Context: an optimization exercise on an open-source flow, tuned for small area, a short achievable clock period and few clock cycles per item. The choices shown serve that exercise and are no tape-out recipe. Function was checked by simulation only, so behaviour that the tests miss may differ from the original. No activity file was given, so power comes from the tool's default toggle rates.

## run K
==> flow/design.v <==
module queue_cmd_front #(
    parameter int PAYLOAD_SIZE = 24,
    parameter int ID_WIDTH     = 8,
    parameter int FIFO_SIZE    = 1024,
    parameter int PTR_WIDTH    = $clog2(FIFO_SIZE),
    parameter int QDATA_SIZE   = PAYLOAD_SIZE + ID_WIDTH
) (
    input  logic                    clk,
    input  logic                    reset,
    input  logic                    cmd_valid,
    output logic                    cmd_ready,
    input  logic [1:0]              cmd_op,
    input  logic [ID_WIDTH-1:0]     cmd_id,
    input  logic [PAYLOAD_SIZE-1:0] cmd_payload,
    output logic                    q_push_flag,
    output logic [QDATA_SIZE-1:0]   q_push_data,
    output logic                    q_pop_flag,
    input  logic [QDATA_SIZE-1:0]   q_pop_data,
    output logic                    q_remove_flag,
    output logic [PTR_WIDTH-1:0]    q_remove_index,
    input  logic                    q_full,
    input  logic                    q_empty,
    input  logic                    q_error_reg,
    input  logic                    q_error_rem,
    input  logic                    q_error_time,
    output logic                    rsp_valid,
    input  logic                    rsp_ready,
    output logic [2:0]              rsp_status,
    output logic [ID_WIDTH-1:0]     rsp_id,
    output logic [PAYLOAD_SIZE-1:0] rsp_payload
);
    localparam int DEPTH = 2 ** ID_WIDTH;
    localparam logic [1:0] OP_ADD    = 2'd0;
    localparam logic [1:0] OP_CANCEL = 2'd1;
    localparam logic [1:0] OP_POP    = 2'd2;
    localparam logic [2:0] ST_OK    = 3'd0;
    localparam logic [2:0] ST_DUP   = 3'd1;
    localparam logic [2:0] ST_NF    = 3'd2;
    localparam logic [2:0] ST_FULL  = 3'd3;
    localparam logic [2:0] ST_EMPTY = 3'd4;
    localparam logic [2:0] ST_QERR  = 3'd5;
    logic [DEPTH-1:0]        live;
    logic [PTR_WIDTH-1:0]    slot_mem [DEPTH];
    logic [PTR_WIDTH-1:0]    tail;
    logic                    d_add, d_can, d_pop, d_rsv;
    logic [ID_WIDTH-1:0]     d_id;
    logic [PAYLOAD_SIZE-1:0] d_pl;
    logic                    d_live;    
    logic                    d_pm;      
    logic [PTR_WIDTH-1:0]    d_slot;
    logic                    d_pa, d_pr, d_amb;
    logic                    w_push, w_rem, w_pop;
    logic [ID_WIDTH-1:0]     w_id;
    localparam int NBANK = 4;
    logic [PTR_WIDTH-1:0]    w_slot [NBANK];
    logic                    r_v;
    logic                    r_fresh;   
    logic [2:0]              r_st;
    logic [ID_WIDTH-1:0]     r_id;
    logic [PAYLOAD_SIZE-1:0] r_pl;
    logic q_err, d_v, go, act, push, rem, pop, acc, w_en, w_val, h_live;
    logic [2:0] d_st, fin_st;
    logic f_live, f_pm, f_add, f_can;
    logic [PTR_WIDTH-1:0] f_slot;
    assign q_err  = q_error_reg | q_error_rem | q_error_time;
    assign d_v    = d_add | d_can | d_pop | d_rsv;
    assign go     = ~r_v | rsp_ready;
    assign act    = d_v & go & ~d_amb;
    assign push   = d_pa & go & ~q_full;
    assign rem    = d_pr & go;
    assign pop    = d_pop & go & ~q_empty;
    assign h_live = d_live & ~(d_pm & ~q_err);
    assign cmd_ready = reset & (~d_v | (go & ~d_amb));
    assign acc       = cmd_valid & cmd_ready;
    assign q_push_flag    = push;
    assign q_pop_flag     = pop;
    assign q_remove_flag  = rem;
    assign q_push_data    = {d_pl, d_id};
    assign q_remove_index = d_slot;
    assign fin_st      = (r_fresh & q_err) ? ST_QERR : r_st;
    assign rsp_valid   = r_v;
    assign rsp_status  = fin_st;
    assign rsp_id      = r_id;
    assign rsp_payload = r_pl;
    always_comb begin
        d_st = ST_OK;
        if (d_add)      d_st = d_live ? ST_DUP : (q_full ? ST_FULL : ST_OK);
        else if (d_can) d_st = d_live ? ST_OK : ST_NF;
        else if (d_pop) d_st = q_empty ? ST_EMPTY : ST_OK;
        else            d_st = ST_NF;
    end
    assign w_en  = w_push | w_rem | (w_pop & ~q_err);
    assign w_val = w_push;
    logic live_rd;
    logic [PTR_WIDTH-1:0] slot_rd;
    always_comb begin
        if ((d_add | d_can) && d_id == cmd_id)
            f_live = d_add & (d_live | ~q_full);
        else if ((w_push | w_rem | w_pop) && w_id == cmd_id)
            f_live = w_pop ? (live_rd & q_err) : w_push;
        else
            f_live = live_rd;
        f_pm = pop && q_pop_data[ID_WIDTH-1:0] == cmd_id;
        if (push && d_id == cmd_id)
            f_slot = tail;
        else if (w_push && w_id == cmd_id)
            f_slot = tail - 1'b1;
        else
            f_slot = slot_rd;
        f_add = cmd_op == OP_ADD;
        f_can = cmd_op == OP_CANCEL;
    end
    always_ff @(posedge clk or negedge reset) begin
        if (!reset) begin
            d_add   <= 1'b0;
            d_can   <= 1'b0;
            d_pop   <= 1'b0;
            d_rsv   <= 1'b0;
            d_pa    <= 1'b0;
            d_pr    <= 1'b0;
            d_amb   <= 1'b0;
            w_push  <= 1'b0;
            w_rem   <= 1'b0;
            w_pop   <= 1'b0;
            r_v     <= 1'b0;
            r_fresh <= 1'b0;
            live    <= '0;
            tail    <= '0;
        end else begin
            if (acc) begin
                d_add <= cmd_op == OP_ADD;
                d_can <= cmd_op == OP_CANCEL;
                d_pop <= cmd_op == OP_POP;
                d_rsv <= cmd_op == 2'd3;
                d_pa  <= f_add & ~f_live;
                d_pr  <= f_can & f_live & ~f_pm;
                d_amb <= (f_add | f_can) & f_live & f_pm;
            end else if (act) begin
                d_add <= 1'b0;
                d_can <= 1'b0;
                d_pop <= 1'b0;
                d_rsv <= 1'b0;
                d_pa  <= 1'b0;
                d_pr  <= 1'b0;
                d_amb <= 1'b0;
            end else begin
                d_pa  <= d_add & ~h_live;
                d_pr  <= d_can & h_live;
                d_amb <= 1'b0;
            end
            w_push <= push;
            w_rem  <= rem;
            w_pop  <= pop;
            if (act) begin
                r_v     <= 1'b1;
                r_fresh <= push | rem | pop;
            end else begin
                if (rsp_ready) r_v <= 1'b0;
                r_fresh <= 1'b0;
            end
            live <= live_nx;
            if (push) tail <= tail + 1'b1;
        end
    end
    always_ff @(posedge clk) begin
        if (acc) begin
            d_id   <= cmd_id;
            d_pl   <= cmd_payload;
            d_slot <= f_slot;
            d_live <= f_live;
            d_pm   <= f_pm;
        end else if (!act) begin
            d_live <= h_live;
            d_pm   <= 1'b0;
        end
        if (push | rem) w_id <= d_id;
        if (pop)        w_id <= q_pop_data[ID_WIDTH-1:0];
        for (int b = 0; b < NBANK; b++)
            if (push && d_id[ID_WIDTH-1 -: 2] == 2'(b)) w_slot[b] <= tail;
        if (act) begin
            r_st <= d_st;
            if (d_pop) begin
                r_id <= q_empty ? '0 : q_pop_data[ID_WIDTH-1:0];
                r_pl <= q_empty ? '0 : q_pop_data[QDATA_SIZE-1:ID_WIDTH];
            end else begin
                r_id <= d_id;
                r_pl <= '0;
            end
        end else begin
            r_st <= fin_st;
        end
    end
    for (genvar l = 0; l <= ID_WIDTH; l++) begin : g_rd
        logic [PTR_WIDTH:0] n [2 ** (ID_WIDTH - l)];
        for (genvar j = 0; j < 2 ** (ID_WIDTH - l); j++) begin : g_n
            if (l == 0) begin : g_leaf
                assign n[j] = {live[j], slot_mem[j]};
            end else begin : g_mux
                assign n[j] = cmd_id[l-1] ? g_rd[l-1].n[2*j+1] : g_rd[l-1].n[2*j];
            end
        end
    end
    assign {live_rd, slot_rd} = g_rd[ID_WIDTH].n[0];
    logic [DEPTH-1:0] w_sel, live_nx;
    always_comb begin
        for (int i = 0; i < DEPTH; i++) begin
            w_sel[i]   = (w_id == ID_WIDTH'(i));
            live_nx[i] = (w_en & w_sel[i]) ? w_val : live[i];
        end
    end
    for (genvar i = 0; i < DEPTH; i++) begin : g_slot
        always_ff @(posedge clk) begin
            if (w_push & w_sel[i]) slot_mem[i] <= w_slot[i / (DEPTH / NBANK)];
        end
    end
endmodule
clock: 6.5 ns
lec_check: 0
cap_margin: 20
core_margin: 2
core_utilization: 55
cts_buf_list: sky130_fd_sc_hd__clkbuf_16
cts_cluster_diameter: 60
cts_cluster_size: 30
setup_slack_margin: 3.0
slew_margin: 20
run.sh (not shown) runs the stock make flow with config.mk's settings and CLKGATE_MAP_FILE= SYNTH_SCRIPT=/design/flow/synth_recipe.tcl, a recipe that flattens the netlist after the stock synthesis.
Testbench counts of run K, summed over its fixed seeds: cycles 16,081, commands 16,000.
What run Z does differently from run K at the input level:
--- a/flow/design.v
+++ b/flow/design.v
@@ -46,38 +46,38 @@
     logic [ID_WIDTH-1:0]     d_id;
     logic [PAYLOAD_SIZE-1:0] d_pl;
     logic                    d_live;    
     logic                    d_pm;      
-    logic [PTR_WIDTH-1:0]    d_slot;
-    logic                    d_pa, d_pr, d_amb;
+    logic [PTR_WIDTH-1:0]    d_slot;    
+    logic                    d_fsel;    
+    logic [PTR_WIDTH-1:0]    d_fval;    
     logic                    w_push, w_rem, w_pop;
     logic [ID_WIDTH-1:0]     w_id;
-    localparam int NBANK = 4;
-    logic [PTR_WIDTH-1:0]    w_slot [NBANK];
+    logic [PTR_WIDTH-1:0]    w_slot;
     logic                    r_v;
     logic                    r_fresh;   
     logic [2:0]              r_st;
     logic [ID_WIDTH-1:0]     r_id;
     logic [PAYLOAD_SIZE-1:0] r_pl;
-    logic q_err, d_v, go, act, push, rem, pop, acc, w_en, w_val, h_live;
+    logic q_err, d_v, amb, go, act, push, rem, pop, acc, w_en, w_val;
     logic [2:0] d_st, fin_st;
-    logic f_live, f_pm, f_add, f_can;
-    logic [PTR_WIDTH-1:0] f_slot;
+    logic f_live, f_pm, f_fsel;
+    logic [PTR_WIDTH-1:0] f_fval;
     assign q_err  = q_error_reg | q_error_rem | q_error_time;
     assign d_v    = d_add | d_can | d_pop | d_rsv;
+    assign amb    = d_live & d_pm & (d_add | d_can);
     assign go     = ~r_v | rsp_ready;
-    assign act    = d_v & go & ~d_amb;
-    assign push   = d_pa & go & ~q_full;
-    assign rem    = d_pr & go;
+    assign act    = d_v & go & ~amb;
+    assign push   = d_add & go & ~d_live & ~q_full;
+    assign rem    = d_can & go & d_live & ~d_pm;
     assign pop    = d_pop & go & ~q_empty;
-    assign h_live = d_live & ~(d_pm & ~q_err);
-    assign cmd_ready = reset & (~d_v | (go & ~d_amb));
+    assign cmd_ready = reset & (~d_v | (go & ~amb));
     assign acc       = cmd_valid & cmd_ready;
     assign q_push_flag    = push;
     assign q_pop_flag     = pop;
     assign q_remove_flag  = rem;
     assign q_push_data    = {d_pl, d_id};
-    assign q_remove_index = d_slot;
+    assign q_remove_index = d_fsel ? d_fval : d_slot;
     assign fin_st      = (r_fresh & q_err) ? ST_QERR : r_st;
     assign rsp_valid   = r_v;
     assign rsp_status  = fin_st;
     assign rsp_id      = r_id;
@@ -100,26 +100,17 @@
             f_live = w_pop ? (live_rd & q_err) : w_push;
         else
             f_live = live_rd;
         f_pm = pop && q_pop_data[ID_WIDTH-1:0] == cmd_id;
-        if (push && d_id == cmd_id)
-            f_slot = tail;
-        else if (w_push && w_id == cmd_id)
-            f_slot = tail - 1'b1;
-        else
-            f_slot = slot_rd;
-        f_add = cmd_op == OP_ADD;
-        f_can = cmd_op == OP_CANCEL;
+        f_fsel = (push && d_id == cmd_id) || (w_push && w_id == cmd_id);
+        f_fval = (push && d_id == cmd_id) ? tail : w_slot;
     end
     always_ff @(posedge clk or negedge reset) begin
         if (!reset) begin
             d_add   <= 1'b0;
             d_can   <= 1'b0;
             d_pop   <= 1'b0;
             d_rsv   <= 1'b0;
-            d_pa    <= 1'b0;
-            d_pr    <= 1'b0;
-            d_amb   <= 1'b0;
             w_push  <= 1'b0;
             w_rem   <= 1'b0;
             w_pop   <= 1'b0;
             r_v     <= 1'b0;
@@ -131,23 +122,13 @@
                 d_add <= cmd_op == OP_ADD;
                 d_can <= cmd_op == OP_CANCEL;
                 d_pop <= cmd_op == OP_POP;
                 d_rsv <= cmd_op == 2'd3;
-                d_pa  <= f_add & ~f_live;
-                d_pr  <= f_can & f_live & ~f_pm;
-                d_amb <= (f_add | f_can) & f_live & f_pm;
             end else if (act) begin
                 d_add <= 1'b0;
                 d_can <= 1'b0;
                 d_pop <= 1'b0;
                 d_rsv <= 1'b0;
-                d_pa  <= 1'b0;
-                d_pr  <= 1'b0;
-                d_amb <= 1'b0;
-            end else begin
-                d_pa  <= d_add & ~h_live;
-                d_pr  <= d_can & h_live;
-                d_amb <= 1'b0;
             end
             w_push <= push;
             w_rem  <= rem;
             w_pop  <= pop;
@@ -165,19 +146,20 @@
     always_ff @(posedge clk) begin
         if (acc) begin
             d_id   <= cmd_id;
             d_pl   <= cmd_payload;
-            d_slot <= f_slot;
+            d_slot <= slot_rd;
+            d_fsel <= f_fsel;
+            d_fval <= f_fval;
             d_live <= f_live;
             d_pm   <= f_pm;
         end else if (!act) begin
-            d_live <= h_live;
+            d_live <= d_live & ~(d_pm & ~q_err);
             d_pm   <= 1'b0;
         end
         if (push | rem) w_id <= d_id;
         if (pop)        w_id <= q_pop_data[ID_WIDTH-1:0];
-        for (int b = 0; b < NBANK; b++)
-            if (push && d_id[ID_WIDTH-1 -: 2] == 2'(b)) w_slot[b] <= tail;
+        if (push)       w_slot <= tail;
         if (act) begin
             r_st <= d_st;
             if (d_pop) begin
                 r_id <= q_empty ? '0 : q_pop_data[ID_WIDTH-1:0];
@@ -209,8 +191,8 @@
         end
     end
     for (genvar i = 0; i < DEPTH; i++) begin : g_slot
         always_ff @(posedge clk) begin
-            if (w_push & w_sel[i]) slot_mem[i] <= w_slot[i / (DEPTH / NBANK)];
+            if (w_push & w_sel[i]) slot_mem[i] <= w_slot;
         end
     end
 endmodule
Findings:
- Summary: with run K as the reference, CTS buffer count in run Z moved up slightly.
- Against run K, number of flip-flops and latches in run Z fell slightly.
- Run Z vs run K — share of synthesized cell area in and, or, nand and nor gates dropped 0.86 points.
- Run Z consumes more power than run K does.
- Part of the cycle the worst path needs ended up 0.96 points lower on run Z than on run K.
- Run Z vs. run K: measured slew at the worst slew-check pin shows a reduction of 80 ps, wire length went down by about 13%, antenna diode instance count now sits lower, slack of the critical path increased by 62 ps relative to the old numbers.
- Diff run K -> run Z: met1 usage in global routing decreased by 3.3 points relative to the old numbers, number of cells produced by synthesis dropped 404, post-synthesis cell area -930 um2.
Testbench counts of run Z, summed over its fixed seeds: cycles 16,081, commands 16,000.

-- what the ideal ports hide --
The flow's constraints put no driver on any port. The routed layouts listed below were extracted and timed again, unchanged, in two steps. Step 1 assumes that a clkbuf_16 drives the clock port and a buf_2 every other input. Step 2, shift: input delay + t, output delay - t, t = (earliest + latest rising clock arrival at the registers) / 2. This alone moves slack from input paths to output paths. Three values: ideal ports, drivers, drivers and shift; two values: the first two.
run	t (ns)	setup WS [ns]	worst setup path at the end	worst slew at a driven data input, ns	cell pins on the clock port's net
run K	0.929	2.839 / 2.670 / 1.741	input to register	0.38	1
run Z	0.941	2.901 / 2.508 / 1.567	input to register	0.56	1
After both steps setup and hold are still met in every run listed. The setup slack of run Z, which loses most, moves by -0.393 ns with the drivers and by -1.334 ns with both steps.
